This is an optimization exercise on Yosys and OpenROAD, whose aim is small area, a short achievable clock period and few clock cycles, not a production implementation.
The RTL was checked by simulation tests, not by an equivalence proof against the original design.

`design.v`:
```
package qsim_pkg;
  localparam int AMP_W     = 16;
  localparam int FRAC_BITS = 14;
  localparam int WORD_W = 32;
  localparam int ACC_W = 40;
  typedef logic signed [AMP_W-1:0] amp_t;
  typedef logic [WORD_W-1:0]       word_t;
  typedef logic signed [ACC_W-1:0] acc_t;
  typedef enum logic [2:0] {
    IDLE,
    HEADER,
    LOAD,
    ROWS,
    DRAIN
  } ctrl_state_t;
endpackage
`timescale 1ns/1ps
module qsim_ctrl #(
  parameter int MAX_QUBITS = 4,
  parameter int MAX_GATES  = 4,
  localparam int MAX_N = 2 ** MAX_QUBITS,
  localparam int IN_AW = $clog2(MAX_N + 1),
  localparam int GT_AW = $clog2(MAX_GATES * MAX_N * MAX_N),
  localparam int SP_AW = MAX_QUBITS + 1
) (
  input  logic                clk,
  input  logic                reset_n,
  input  logic                dut_valid,
  output logic                dut_ready,
  output logic [IN_AW-1:0]    q_state_input_sram_read_address,
  input  qsim_pkg::word_t     q_state_input_sram_read_data,
  output logic [GT_AW-1:0]    q_gates_sram_read_address,
  output logic [SP_AW-1:0]    scratchpad_sram_read_address,
  input  qsim_pkg::word_t     scratchpad_sram_read_data,
  output qsim_pkg::word_t     state_amp,
  output logic                term_valid,
  output logic                term_first,
  output logic                term_last,
  output logic [SP_AW-1:0]    wr_addr,
  output logic                wr_to_output
);
  localparam int QW = $clog2(MAX_QUBITS + 1);
  localparam int GW = $clog2(MAX_GATES + 1);
  qsim_pkg::ctrl_state_t state;
  logic [QW-1:0]         q_reg;
  logic [GW-1:0]         m_reg;
  logic [GW-1:0]         gate_cnt;
  logic [MAX_QUBITS-1:0] col_cnt;
  logic [MAX_QUBITS-1:0] row_cnt;
  logic [MAX_QUBITS-1:0] n_m1;
  logic [1:0]            drain_cnt;
  logic [GT_AW-1:0]      gate_addr;
  logic                  row_end;
  logic                  gate_end;
  logic                  last_gate;
  assign n_m1      = ~({MAX_QUBITS{1'b1}} << q_reg);
  assign row_end   = (col_cnt == n_m1);
  assign gate_end  = row_end && (row_cnt == n_m1);
  assign last_gate = (gate_cnt == m_reg - 1'b1);
  always_ff @(posedge clk or negedge reset_n)
  begin
    if (!reset_n)
    begin
      state     <= qsim_pkg::IDLE;
      dut_ready <= 1'b1;
      q_reg     <= '0;
      m_reg     <= '0;
      gate_cnt  <= '0;
      col_cnt   <= '0;
      row_cnt   <= '0;
      drain_cnt <= '0;
      gate_addr <= '0;
    end
    else
    begin
      case (state)
        qsim_pkg::IDLE:
        begin
          if (dut_valid)
          begin
            state     <= qsim_pkg::HEADER;
            dut_ready <= 1'b0;
          end
        end
        qsim_pkg::HEADER:
        begin
          state <= qsim_pkg::LOAD;
        end
        qsim_pkg::LOAD:
        begin
          q_reg     <= q_state_input_sram_read_data[qsim_pkg::WORD_W/2 +: QW];
          m_reg     <= q_state_input_sram_read_data[0 +: GW];
          gate_cnt  <= '0;
          col_cnt   <= '0;
          row_cnt   <= '0;
          gate_addr <= '0;
          state     <= qsim_pkg::ROWS;
        end
        qsim_pkg::ROWS:
        begin
          gate_addr <= gate_addr + 1'b1;
          col_cnt   <= row_end ? '0 : col_cnt + 1'b1;
          if (row_end)
            row_cnt <= gate_end ? '0 : row_cnt + 1'b1;
          if (gate_end)
          begin
            drain_cnt <= '0;
            state     <= qsim_pkg::DRAIN;
          end
        end
        qsim_pkg::DRAIN:
        begin
          drain_cnt <= drain_cnt + 1'b1;
          if (drain_cnt == 2'd2)
          begin
            if (last_gate)
            begin
              state     <= qsim_pkg::IDLE;
              dut_ready <= 1'b1;
            end
            else
            begin
              gate_cnt <= gate_cnt + 1'b1;
              state    <= qsim_pkg::ROWS;
            end
          end
        end
        default:
        begin
          state <= qsim_pkg::IDLE;
        end
      endcase
    end
  end
  assign q_state_input_sram_read_address =
    (state == qsim_pkg::ROWS) ? IN_AW'(col_cnt) + IN_AW'(1) : '0;
  assign q_gates_sram_read_address = gate_addr;
  assign scratchpad_sram_read_address = {~gate_cnt[0], col_cnt};
  assign state_amp = (gate_cnt == '0) ? q_state_input_sram_read_data
                                      : scratchpad_sram_read_data;
  always_ff @(posedge clk or negedge reset_n)
  begin
    if (!reset_n)
    begin
      term_valid   <= 1'b0;
      term_first   <= 1'b0;
      term_last    <= 1'b0;
      wr_addr      <= '0;
      wr_to_output <= 1'b0;
    end
    else
    begin
      term_valid   <= (state == qsim_pkg::ROWS);
      term_first   <= (state == qsim_pkg::ROWS) && (col_cnt == '0);
      term_last    <= (state == qsim_pkg::ROWS) && row_end;
      wr_addr      <= {gate_cnt[0], row_cnt};
      wr_to_output <= last_gate;
    end
  end
endmodule
`timescale 1ns/1ps
module real_mac (
  input  logic            clk,
  input  logic            reset_n,
  input  qsim_pkg::word_t gate_amp,
  input  qsim_pkg::word_t state_amp,
  input  logic            term_valid,
  input  logic            term_first,
  output qsim_pkg::acc_t  real_sum
);
  qsim_pkg::amp_t gr;
  qsim_pkg::amp_t gi;
  qsim_pkg::amp_t sr;
  qsim_pkg::amp_t si;
  logic signed [2*qsim_pkg::AMP_W-1:0] p_rr;
  logic signed [2*qsim_pkg::AMP_W-1:0] p_ii;
  qsim_pkg::acc_t                      term;
  assign gr = gate_amp[qsim_pkg::WORD_W-1 -: qsim_pkg::AMP_W];
  assign gi = gate_amp[qsim_pkg::AMP_W-1:0];
  assign sr = state_amp[qsim_pkg::WORD_W-1 -: qsim_pkg::AMP_W];
  assign si = state_amp[qsim_pkg::AMP_W-1:0];
  assign p_rr = gr * sr;
  assign p_ii = gi * si;
  assign term = qsim_pkg::acc_t'(p_rr) - qsim_pkg::acc_t'(p_ii);
  always_ff @(posedge clk or negedge reset_n)
  begin
    if (!reset_n)
      real_sum <= '0;
    else if (term_valid)
      real_sum <= term_first ? term : real_sum + term;
  end
endmodule
`timescale 1ns/1ps
module imag_mac (
  input  logic            clk,
  input  logic            reset_n,
  input  qsim_pkg::word_t gate_amp,
  input  qsim_pkg::word_t state_amp,
  input  logic            term_valid,
  input  logic            term_first,
  output qsim_pkg::acc_t  imag_sum
);
  qsim_pkg::amp_t gr;
  qsim_pkg::amp_t gi;
  qsim_pkg::amp_t sr;
  qsim_pkg::amp_t si;
  logic signed [2*qsim_pkg::AMP_W-1:0] p_ri;
  logic signed [2*qsim_pkg::AMP_W-1:0] p_ir;
  qsim_pkg::acc_t                      term;
  assign gr = gate_amp[qsim_pkg::WORD_W-1 -: qsim_pkg::AMP_W];
  assign gi = gate_amp[qsim_pkg::AMP_W-1:0];
  assign sr = state_amp[qsim_pkg::WORD_W-1 -: qsim_pkg::AMP_W];
  assign si = state_amp[qsim_pkg::AMP_W-1:0];
  assign p_ri = gr * si;
  assign p_ir = gi * sr;
  assign term = qsim_pkg::acc_t'(p_ri) + qsim_pkg::acc_t'(p_ir);
  always_ff @(posedge clk or negedge reset_n)
  begin
    if (!reset_n)
      imag_sum <= '0;
    else if (term_valid)
      imag_sum <= term_first ? term : imag_sum + term;
  end
endmodule
`timescale 1ns/1ps
module amp_writer #(
  parameter int MAX_QUBITS = 4,
  localparam int SP_AW = MAX_QUBITS + 1
) (
  input  logic                  clk,
  input  logic                  reset_n,
  input  qsim_pkg::acc_t        real_sum,
  input  qsim_pkg::acc_t        imag_sum,
  input  logic                  term_last,
  input  logic [SP_AW-1:0]      wr_addr,
  input  logic                  wr_to_output,
  output logic                  scratchpad_sram_write_enable,
  output logic [SP_AW-1:0]      scratchpad_sram_write_address,
  output qsim_pkg::word_t       scratchpad_sram_write_data,
  output logic                  q_state_output_sram_write_enable,
  output logic [MAX_QUBITS-1:0] q_state_output_sram_write_address,
  output qsim_pkg::word_t       q_state_output_sram_write_data
);
  localparam qsim_pkg::acc_t SAT_HI = qsim_pkg::acc_t'((1 << (qsim_pkg::AMP_W - 1)) - 1);
  localparam qsim_pkg::acc_t SAT_LO = -SAT_HI - 1;
  logic             last_d;
  logic             to_out_d;
  logic [SP_AW-1:0] addr_d;
  logic [SP_AW-1:0] addr_q;
  qsim_pkg::word_t  word_q;
  function automatic qsim_pkg::amp_t saturate(input qsim_pkg::acc_t v);
    logic signed [qsim_pkg::ACC_W-1:0] s;
    s = v >>> qsim_pkg::FRAC_BITS;
    if (s > SAT_HI)
      s = SAT_HI;
    else if (s < SAT_LO)
      s = SAT_LO;
    saturate = s[qsim_pkg::AMP_W-1:0];
  endfunction
  always_ff @(posedge clk or negedge reset_n)
  begin
    if (!reset_n)
    begin
      last_d                           <= 1'b0;
      to_out_d                         <= 1'b0;
      addr_d                           <= '0;
      scratchpad_sram_write_enable     <= 1'b0;
      q_state_output_sram_write_enable <= 1'b0;
    end
    else
    begin
      last_d                           <= term_last;
      to_out_d                         <= wr_to_output;
      addr_d                           <= wr_addr;
      scratchpad_sram_write_enable     <= last_d && !to_out_d;
      q_state_output_sram_write_enable <= last_d && to_out_d;
    end
  end
  always_ff @(posedge clk)
  begin
    if (last_d)
    begin
      addr_q <= addr_d;
      word_q <= {saturate(real_sum), saturate(imag_sum)};
    end
  end
  assign scratchpad_sram_write_address     = addr_q;
  assign scratchpad_sram_write_data        = word_q;
  assign q_state_output_sram_write_address = addr_q[MAX_QUBITS-1:0];
  assign q_state_output_sram_write_data    = word_q;
endmodule
`timescale 1ns/1ps
module qsim_top #(
  parameter int MAX_QUBITS = 4,
  parameter int MAX_GATES  = 4,
  localparam int MAX_N = 2 ** MAX_QUBITS,
  localparam int IN_AW = $clog2(MAX_N + 1),
  localparam int GT_AW = $clog2(MAX_GATES * MAX_N * MAX_N),
  localparam int SP_AW = MAX_QUBITS + 1
) (
  input  logic                  clk,
  input  logic                  reset_n,
  input  logic                  dut_valid,
  output logic                  dut_ready,
  output logic [IN_AW-1:0]      q_state_input_sram_read_address,
  input  qsim_pkg::word_t       q_state_input_sram_read_data,
  output logic [GT_AW-1:0]      q_gates_sram_read_address,
  input  qsim_pkg::word_t       q_gates_sram_read_data,
  output logic [SP_AW-1:0]      scratchpad_sram_read_address,
  input  qsim_pkg::word_t       scratchpad_sram_read_data,
  output logic                  scratchpad_sram_write_enable,
  output logic [SP_AW-1:0]      scratchpad_sram_write_address,
  output qsim_pkg::word_t       scratchpad_sram_write_data,
  output logic                  q_state_output_sram_write_enable,
  output logic [MAX_QUBITS-1:0] q_state_output_sram_write_address,
  output qsim_pkg::word_t       q_state_output_sram_write_data
);
  qsim_pkg::word_t  state_amp;
  logic             term_valid;
  logic             term_first;
  logic             term_last;
  logic [SP_AW-1:0] wr_addr;
  logic             wr_to_output;
  qsim_pkg::acc_t   real_sum;
  qsim_pkg::acc_t   imag_sum;
  qsim_ctrl #(
    .MAX_QUBITS (MAX_QUBITS),
    .MAX_GATES  (MAX_GATES)
  ) ctrl_i (
    .clk                             (clk),
    .reset_n                         (reset_n),
    .dut_valid                       (dut_valid),
    .dut_ready                       (dut_ready),
    .q_state_input_sram_read_address (q_state_input_sram_read_address),
    .q_state_input_sram_read_data    (q_state_input_sram_read_data),
    .q_gates_sram_read_address       (q_gates_sram_read_address),
    .scratchpad_sram_read_address    (scratchpad_sram_read_address),
    .scratchpad_sram_read_data       (scratchpad_sram_read_data),
    .state_amp                       (state_amp),
    .term_valid                      (term_valid),
    .term_first                      (term_first),
    .term_last                       (term_last),
    .wr_addr                         (wr_addr),
    .wr_to_output                    (wr_to_output)
  );
  real_mac real_mac_i (
    .clk        (clk),
    .reset_n    (reset_n),
    .gate_amp   (q_gates_sram_read_data),
    .state_amp  (state_amp),
    .term_valid (term_valid),
    .term_first (term_first),
    .real_sum   (real_sum)
  );
  imag_mac imag_mac_i (
    .clk        (clk),
    .reset_n    (reset_n),
    .gate_amp   (q_gates_sram_read_data),
    .state_amp  (state_amp),
    .term_valid (term_valid),
    .term_first (term_first),
    .imag_sum   (imag_sum)
  );
  amp_writer #(
    .MAX_QUBITS (MAX_QUBITS)
  ) writer_i (
    .clk                               (clk),
    .reset_n                           (reset_n),
    .real_sum                          (real_sum),
    .imag_sum                          (imag_sum),
    .term_last                         (term_last),
    .wr_addr                           (wr_addr),
    .wr_to_output                      (wr_to_output),
    .scratchpad_sram_write_enable      (scratchpad_sram_write_enable),
    .scratchpad_sram_write_address     (scratchpad_sram_write_address),
    .scratchpad_sram_write_data        (scratchpad_sram_write_data),
    .q_state_output_sram_write_enable  (q_state_output_sram_write_enable),
    .q_state_output_sram_write_address (q_state_output_sram_write_address),
    .q_state_output_sram_write_data    (q_state_output_sram_write_data)
  );
endmodule
```
`run.sh`:
```
#!/bin/bash
# synth_recipe.tcl (not shown) runs the flow's synth.tcl, then flattens the netlist and writes it again
# the make line also repeats each setting of config.mk as NAME=value (left out here)
make -C /OpenROAD-flow-scripts/flow DESIGN_CONFIG=/design/flow/config.mk WORK_HOME=/design/flow/orfs CLKGATE_MAP_FILE= SYNTH_SCRIPT=/design/flow/synth_recipe.tcl finish
```
`config.mk`:
```
export PLATFORM = sky130hd
export DESIGN_NAME = qsim_top
export DESIGN_NICKNAME = qsim_top
export VERILOG_FILES = /design/flow/design.v
export SDC_FILE = /design/flow/constraint.sdc
export NUM_CORES = 4
export LEC_CHECK = 0
export CAP_MARGIN = 20
export CORE_MARGIN = 2
export CORE_UTILIZATION = 40
export SLEW_MARGIN = 20
```
`constraint.sdc`:
```
create_clock -name core_clock -period 12.0 [get_ports {clk}]
set_input_delay 2.4000 -clock core_clock [delete_from_list [all_inputs] [get_ports {clk}]]
set_output_delay 2.4000 -clock core_clock [all_outputs]
set_load 0.01 [all_outputs]
```
==> impl_metrics.env <==
export IMPL_status="no timing/DRC/antenna violations"
export IMPL_cts_made_buffers=17
export IMPL_clk_latency_ns=0.45
export IMPL_reg_largest_list="imag_mac_i.imag_sum: 40 flops, real_mac_i.real_sum: 40 flops, writer_i.word_q: 32 flops"
export IMPL_post_place_ws_ns=-0.565
export IMPL_syn_nets=7319
export IMPL_core_um2=130000
export IMPL_htreeDepth=4
export IMPL_grt_overflow=0
export IMPL_cpMostUsedCell="fa_1"
export IMPL_grt_pass1_wl_um=241000
export IMPL_post_route_period_util_pct=97.2
export IMPL_period_minus_slack_ns=11.66
export IMPL_final_cell_mix="1295 x inv_1, 1166 x fa_1, 590 x nand2_1"
export IMPL_synthTopCellsByArea="fa_1 45%, ha_1 9.5%, inv_1 9.3%"
export IMPL_antenna_found_initial=3
export IMPL_met1_usage_pct=32.0
export IMPL_relSlewSlack_pct=35.3
export IMPL_num_vias=39300
export IMPL_whs_ns=0.350
export IMPL_numClockSinks=168
export IMPL_startpoint_type="primary input"
export IMPL_grt_busiest_layer="met2"
export IMPL_vias_per_cell=4.97
export IMPL_cts_path_max_buffers=2
export IMPL_synth_ff_type="dfrtp_1"
export IMPL_postSynthCellCount=5647
export IMPL_critPathMaxStageDelay_ns=0.62
export IMPL_dieWidth_um=366
export IMPL_ctsHoldBuffers=0
export IMPL_synth_edf_count=37
export IMPL_ys_seq_area_share_pct=8.40
export IMPL_finalMaxSlewViolations=0
export IMPL_syn_area_um2=52300
export IMPL_syn_to_final_growth_pct=17.3
export IMPL_use_met3_pct=2.39
export IMPL_min_path_type="reg -> reg"
export IMPL_setup_viol=0
export IMPL_root_buffer="clkbuf_16"
export IMPL_synth_warnings=4
export IMPL_die_h_um=366
export IMPL_setup_slack_ns=0.341
export IMPL_portBuffers=194
export IMPL_critPathSlowestCell="fa_1"
export IMPL_dp_hpwl_um=129000
export IMPL_fin_area_um2=61300
export IMPL_hold_violations=0
export IMPL_fmax_ghz=0.0858
export IMPL_placementRows=132
export IMPL_ant_nets=0
export IMPL_drive_gt1_share_pct=12.6
export IMPL_path_max_fanout=14
export IMPL_firstDrtPassIters=6
export IMPL_layout_nets=7829
export IMPL_max_cap_violations=0
export IMPL_drt_iter0_markers=2367
export IMPL_synth_seq_cells=168
export IMPL_post_drt_wl_per_cell_um=19.0
export IMPL_grt_use_total_pct=23.5
export IMPL_synth_top_area_cell="fa_1"
export IMPL_setup_worst_path_class="in -> reg"
export IMPL_place_congestion=0.928
export IMPL_grt_max_degree=80
export IMPL_route_detailed_drc=0
export IMPL_async_flop_share_pct=78.0
export IMPL_grt_use_met2_pct=38.7
export IMPL_worstMarginPinSlew_ns=0.965
export IMPL_cp_data_arrival_time_ns=12.01
export IMPL_grt_pass1_vias=41900
export IMPL_final_common_cell="inv_1"
export IMPL_critical_path_required_ns=12.35
export IMPL_avgSynthCellArea_um2=9.26
export IMPL_pin_count=195
export IMPL_clk_pin_slew_ns=0.08
export IMPL_cts_tree="done"
export IMPL_totalWireLength_um=150000
export IMPL_yosysUniqueCellTypes=84
export IMPL_fp_dieArea_um2=134000
export IMPL_endpoint_kind="flop"
export IMPL_start_util_pct=40.3
export IMPL_synth_top_area_share_pct=45.0
export IMPL_clock_skew_ns=0.0198
export IMPL_placed_area_um2=60200
[worst paths after layout]
path | startpoint | end | slack [ns] | cells past startpoint
min reg2reg | ctrl_i.term_last$_DFF_PN0_ | writer_i.last_d$_DFF_PN0_ | 0.35 | 0
min | ctrl_i.term_last$_DFF_PN0_ | writer_i.last_d$_DFF_PN0_ | 0.35 | 0
max | q_state_input_sram_read_data[10] | real_mac_i.real_sum[36]$_DFFE_PN0P_ | 0.34 | 38
min in group asynchronous | reset_n | imag_mac_i.imag_sum[12]$_DFFE_PN0P_ | 2.00 | 1
max in group asynchronous | reset_n | ctrl_i.term_first$_DFF_PN0_ | 8.61 | 2
max reg2reg | ctrl_i.gate_cnt[0]$_DFFE_PN0P_ | imag_mac_i.imag_sum[38]$_DFFE_PN0P_ | 1.05 | 40
[stage by stage]
stage	TNS (ns)	utilization, %	std cells
2_1_floorplan	0	-	5647
3_3_place_gp	-7.06	46.4	7866
6_report	0	47.3	7913
4_1_cts	0	46.9	7898
5_1_grt	-0.0736	47.3	7912
3_5_place_dp	-10.00	46.4	7866
[critical path: cells and delay by family]
kind                       cells  cell delay, ns
AOI/OAI and AO/OA             13            1.81
xor gates and xnor gates       1            0.13
adders and majority gates     10            4.82
buffers and inverters          7            1.18
muxes                          2            0.74
and+or+nand+nor                5            0.91
[cell type report]
| cell class | count | area (um^2) |
|---|---|---|
| repair buffers | 779 | 7020 |
| clock inverters | 14 | 179 |
| multi-input cells | 3894 | 42200 |
| well taps | 1742 | 2180 |
| clock buffers | 18 | 429 |
| diodes | 1 | 2.50 |
| inverters | 1297 | 4870 |
| fillers | 12300 | 68300 |
| flip-flops and latches | 168 | 4400 |
[logic make-up after synthesis]
logic type                 share of synthesized area [%]
AOI/OAI and AO/OA                                   7.13
xor gates and xnor gates                            2.80
adders and majority gates                           54.5
buffers and inverters                               11.6
DFF                                                 8.40
muxes                                               1.33
and+or+nand+nor                                     14.2
[per-layer routing]
layer	vias up	share of wire, %	wire length, um
met1	20100	42	63400
met4	0	4.7	7130
met2	1034	48	71900
met5	-	0	0
li1	17900	-	-
met3	210	5.2	7780
[what timing repair did]
action | in CTS | in global routing
endpoints found under the setup margin | 7 | 31
setup buffers | 0 | 13
cloned | 0 | 1
pin swaps | 0 | 26
hold endpoints to repair | 0 | 0
gates resized for setup | 5 | 91
[cells in the mapped netlist (10+ instances only)]
library cell / number
edfxtp_1: 37
a31oi_1: 27
dfrtp_1: 130
inv_1: 1296
nand2b_1: 30
and3_1: 14
nor4_1: 10
nand2_1: 592
or3_1: 10
a21o_1: 53
and2_1: 435
o21a_1: 53
nor2b_1: 83
a21oi_1: 189
nor2_1: 216
nand3_1: 48
o21bai_1: 13
fa_1: 1175
nand4_1: 10
ha_1: 398
mux2_2: 41
mux2i_1: 22
xnor2_1: 115
buf_4: 36
clkbuf_1: 249
or2_2: 25
a211oi_1: 14
nor3_1: 33
o211ai_1: 14
xor2_1: 52
o21ai_0: 100
Testbench counts, summed over its fixed seeds: cycles 69,296.

afterwards: timing with drivers on the ports:
The flow's constraints put no driver on any port. The routed layout listed below was extracted and timed again, unchanged, in two steps.
Step 1: set_driving_cell puts a clkbuf_16 on clk and a buf_2 on each other input, an assumption about the parent block.
Step 2 adds t to the input delays and takes it off the output delays; t is the mean of the earliest and latest rising clock arrival at the registers after step 1. Input paths then give back, and output paths get back, about the clock's delay inside the block.
Three values: ideal, step 1, step 2; two values: the first two.
shift t [ns]: 0.492
setup WS [ns]: 0.341 / 0.366 / -0.126
worst setup path after step 2: input to register
Met with ideal ports but missed after step 2: setup timing in this run. For this run, drivers alone change the setup slack by +0.025 ns; drivers and shift together by -0.467 ns.
